This is an optimization exercise on Yosys and OpenROAD, whose aim is small area, a short achievable clock period and few clock cycles per item, not a production implementation. At most, simulation tests tie the RTL to the original design; equivalence was not proved. Power is estimated from default activity; no workload was simulated.

// pn_eval
module pn_eval #(
  parameter int DATA_W = 3,
  parameter int OUT_W = 64,
  parameter int MAX_LEN = 20
) (
  input  logic              clk,
  input  logic              rst,
  input  logic              in_valid,
  input  logic [DATA_W-1:0] in,
  input  logic              operator,
  input  logic              mode,
  output logic              out_valid,
  output logic [OUT_W-1:0]  out,
  output logic              err
);
Size: about 2,100 cells after synthesis, ~74 I/O pins, about 19,000 µm² of cells after synthesis.
clock: 16.0 ns
lec_check: 0
cap_margin: 20
core_margin: 2
core_utilization: 60
gpl_routability_driven: 0
setup_slack_margin: 1.0
slew_margin: 20
standard.sh (not shown) runs the stock make flow with config.mk's settings and CLKGATE_MAP_FILE= SYNTH_SCRIPT=/design/flow/synth_recipe.tcl, a recipe that flattens the netlist after the stock synthesis.
==> flow/flow/run.sh <==
#!/bin/bash
# The standard ORFS layout (standard.sh: the standard synthesis, floorplan, power grid, CTS
# and routing), with two changes in how it is made: the port buffers are buf_2 cells (the default
# choice is a slow delay buffer), and repair_timing keeps a larger setup margin than the 16 ns
# clock needs, so that it sizes and buffers the design for speed. Each step's full log stays in
# orfs/logs; make's output is in standard_flow.log.
set -euo pipefail
bash standard.sh "BUFFER_PORTS_ARGS=-buffer_cell sky130_fd_sc_hd__buf_2" SETUP_SLACK_MARGIN=11.4 finish > standard_flow.log 2>&1
Edit:
--- a/flow/design.v
+++ b/flow/design.v
@@ -184,32 +184,26 @@
         mb_d = 1'b0;
         pop_v = 1'b1;
         if (!mode_q) land = 1'b1;
       end
     end
     if (a_tr) begin
       if (!mul || single) begin
         r_d = res;
         pop_v = 1'b1;
         if (pend_q) land = 1'b1;
       end else begin
+        r_d = '0;
         mb_d = 1'b1;
-        if (swapq) begin
-          r_d = '0;
-          q_d = {t[15:0], 1'b0};
-          v_d[0] = r_q;
-        end else begin
-          r_d = res;
-          q_d = {{4{r_q[15]}}, r_q[15:3]};
-          v_d[0] = {t[DW-5:0], 4'b0};
-        end
+        q_d = swapq ? {t[15:0], 1'b0} : {r_q[15:0], 1'b0};
+        v_d[0] = swapq ? r_q : t;
       end
     end
     if (a_rv) begin
       r_d = res;
       if (a_fuse) begin
         land2 = 1'b1;
         pop_v = 1'b1;
       end else land = 1'b1;
     end
     if (a_ppush | a_lpush) begin
       push_v = rv_q & (mode_q | pv_q[0]);
- The changed run finished with timing, DRC and antenna clean
- global-route usage rises by 0.45 points
- synthesized area rises by about 1.8%
- final area falls by about 1.5%
- fmax rises by about 0.6%
- count of clock-buffer cells in the layout falls by 1
- power rises by about 13%
- die area rises by about 1.8%
- utilization falls by 2.6 points
- first-iteration DRC count rises by 11%
- routed wire length rises by 0.65%
- clock power falls by about 5.4%
- setup slack improved by 0.029 ns
Testbench counts after the change, summed over its fixed seeds: cycles 4,712, items 384.
The RTL of the first run of this note was laid out without a check of its function.

* * *

Another version of the RTL of pn_eval (not shown whole).
Size in the first run: roughly 2200 cells after synthesis, about 74 I/O pins.
export LEC_CHECK = 0
export CAP_MARGIN = 20
export CORE_MARGIN = 2
export CORE_UTILIZATION = 60
export SETUP_SLACK_MARGIN = 1.0
export SLEW_MARGIN = 20
create_clock -name core_clock -period 16.0 [get_ports {clk}]
Scripts as last shown in full above: flow/flow/run.sh
Testbench counts at the start, summed over its fixed seeds: cycles 4,812, items 384.
Edit:
--- a/flow/design.v
+++ b/flow/design.v
@@ -74,13 +74,13 @@
     endcase
   endfunction
   logic active_q, ended_q, ov_q, err_q, errA_q, errF_q, mode_q;
   logic in_iv_q, in_op_q, in_first_q;
   logic [2:0] in_v_q;
   logic [4:0] cnt_q, lvl_q;
-  logic [3:0] wp_q, rp_q;
+  logic [2:0] wp_q, rp_q;        
   logic [BD-1:0][3:0] buf_q;
   logic first, a_err, fe;
   logic [4:0] a_lvl, a_cnt, n_lvl, n_cnt;
   assign first = in_valid & ~active_q;
   always_comb begin
     a_lvl = in_first_q ? (mode_q ? 5'd0 : 5'd1) : lvl_q;
@@ -155,13 +155,13 @@
   logic a_step, a_tr, a_rv, a_fuse, a_ppush, a_fpush, a_lpush;
   logic [1:0] a_op;
   logic fz, sg, xt_p, mt_p, wt_p;
   logic [5:0] bq, bt, br, bm, bd_p, bpv;
   localparam logic [5:0] BD_ADD = 6'b000001;    
   localparam logic [5:0] BD_SUB = 6'b100101;    
-  logic [3:0] rp_n;
+  logic [2:0] rp_n;
   assign a_step = mb_q;
   assign a_tr = ~mb_q & (pend_q | (ctv_q & mode_q & ct_op_q));
   assign a_rv = ~mb_q & ~pend_q & ctv_q & ~mode_q & ~ct_op_q & pv_q[0] & pl_q[0];
   assign a_fuse = a_rv & pv_q[1] & pl_q[1] & ~po_q[1][1];
   assign a_ppush = ~mb_q & ~pend_q & ctv_q & mode_q & ~ct_op_q;
   assign a_fpush = ~mb_q & ~pend_q & ctv_q & ~mode_q & ct_op_q;
@@ -266,15 +266,15 @@
       pend_d = pv_q[2] & pl_q[2];
       pl_d[0] = pv_q[2];
     end
     avail = rp_q != wp_q || in_valid;
     load = (~ctv_q | consume) & avail;
     ctv_d = load | (ctv_q & ~consume);
-    if (~ctv_q | consume) {ct_op_d, ct_v_d} = rp_q != wp_q ? buf_q[rp_q[2:0]] : {operator, in};
+    if (~ctv_q | consume) {ct_op_d, ct_v_d} = rp_q != wp_q ? buf_q[rp_q] : {operator, in};
     else {ct_op_d, ct_v_d} = {ct_op_q, ct_v_q};
-    rp_n = rp_q + 4'(load);
+    rp_n = rp_q + 3'(load);
     mode_d = first ? mode : mode_q;
     idle_next = ~(ctv_q & ~consume) & ~(rp_q != wp_q) & ~pend_d & ~mb_d;
     fin_a = active_q & ~ov_q & ~ended_q & ~fe & idle_next;   
     fin_b = active_q & ~ov_q & ended_q & ~errF_q & idle_next;
     fin_err = active_q & ~ov_q & ended_q & errF_q;
     if (fin_err) r_d = '0;
@@ -334,13 +334,13 @@
   always_ff @(posedge clk) begin
     r_q <= r_d;
     q_q <= q_d;
     po_q <= po_d;
     {ct_op_q, ct_v_q} <= {ct_op_d, ct_v_d};
     mode_q <= mode_d;
-    if (in_valid) buf_q[wp_q[2:0]] <= {operator, in};
+    buf_q[wp_q] <= {operator, in};
     in_op_q <= operator;
     in_v_q <= in;
     if (in_iv_q) begin
       lvl_q <= n_lvl;
       cnt_q <= n_cnt;
     end
@@ -368,13 +368,13 @@
         errF_q <= fe;
       end
       ov_q <= (~in_valid & fin_a) | fin_b | fin_err;
       errA_q <= a_err;
       in_iv_q <= in_valid;
       in_first_q <= first;
-      wp_q <= wp_q + 4'(in_valid);
+      wp_q <= wp_q + 3'(in_valid);
       rp_q <= rp_n;
     end
   end
   assign out_valid = ov_q;
   assign err = err_q;
   assign out = {{(OUT_W-DW){r_q[DW-1]}}, r_q};
What happened: Final cell count went down by 1.4%; clock power went up by about 1%; core utilization went down by 0.11 points; count of clock-buffer cells in the layout went up by 5; via count went down by 2.8%; register-to-register slack gains 0.07 ns; sequential power went up by about 3%; worst hold slack loses 0.012 ns; wire length went down by 5.3%; synthesized cell count went down by 1.3%; synthesized area went down by 3.1%; worst setup slack loses 0.017 ns; sequential share of layout area went down by 0.67 points.
For the second run of this note, only the layout was checked, not whether the RTL still works.

re-timing with driven ports:
The flow's constraints put no driver on any port. The routed layouts listed below were extracted and timed again, unchanged, in two steps. Step 1 sets driving cells, clkbuf_16 on the clock port and buf_2 on the other inputs (assumed; they add their load-dependent delay and slew). Step 2 times the ports against the registers' clock, not the clock port: input delays grow and output delays shrink by t, the midpoint of the rising clock arrivals with the driver on. Three values: ideal ports, drivers, drivers and shift; two values: the first two.
| run | t, ns | slack for setup (ns) | hold slack, ns | worst setup path at the end | worst register clock-pin slew, ns |
|---|---|---|---|---|---|
| the first run of note 1 | 0.575 | 11.378 / 11.342 / 10.767 | 0.452 / 0.452 / 0.452 | input to register | 0.06 / 0.06 |
| the second run of note 1 | 0.643 | 11.407 / 11.352 / 10.859 | 0.457 / 0.457 / 0.457 | input to register | 0.08 / 0.08 |
| the first run of note 2 | 0.573 | 11.408 / 11.380 / 10.901 | 0.458 / 0.458 / 0.458 | input to register | 0.06 / 0.06 |
| the second run of note 2 | 0.573 | 11.392 / 11.338 / 10.909 | 0.446 / 0.446 / 0.446 | input to register | 0.07 / 0.07 |
After both steps every run listed still meets setup and hold. The setup slack of the first run of note 1, which loses most, moves by -0.036 ns with the drivers and by -0.611 ns with both steps.
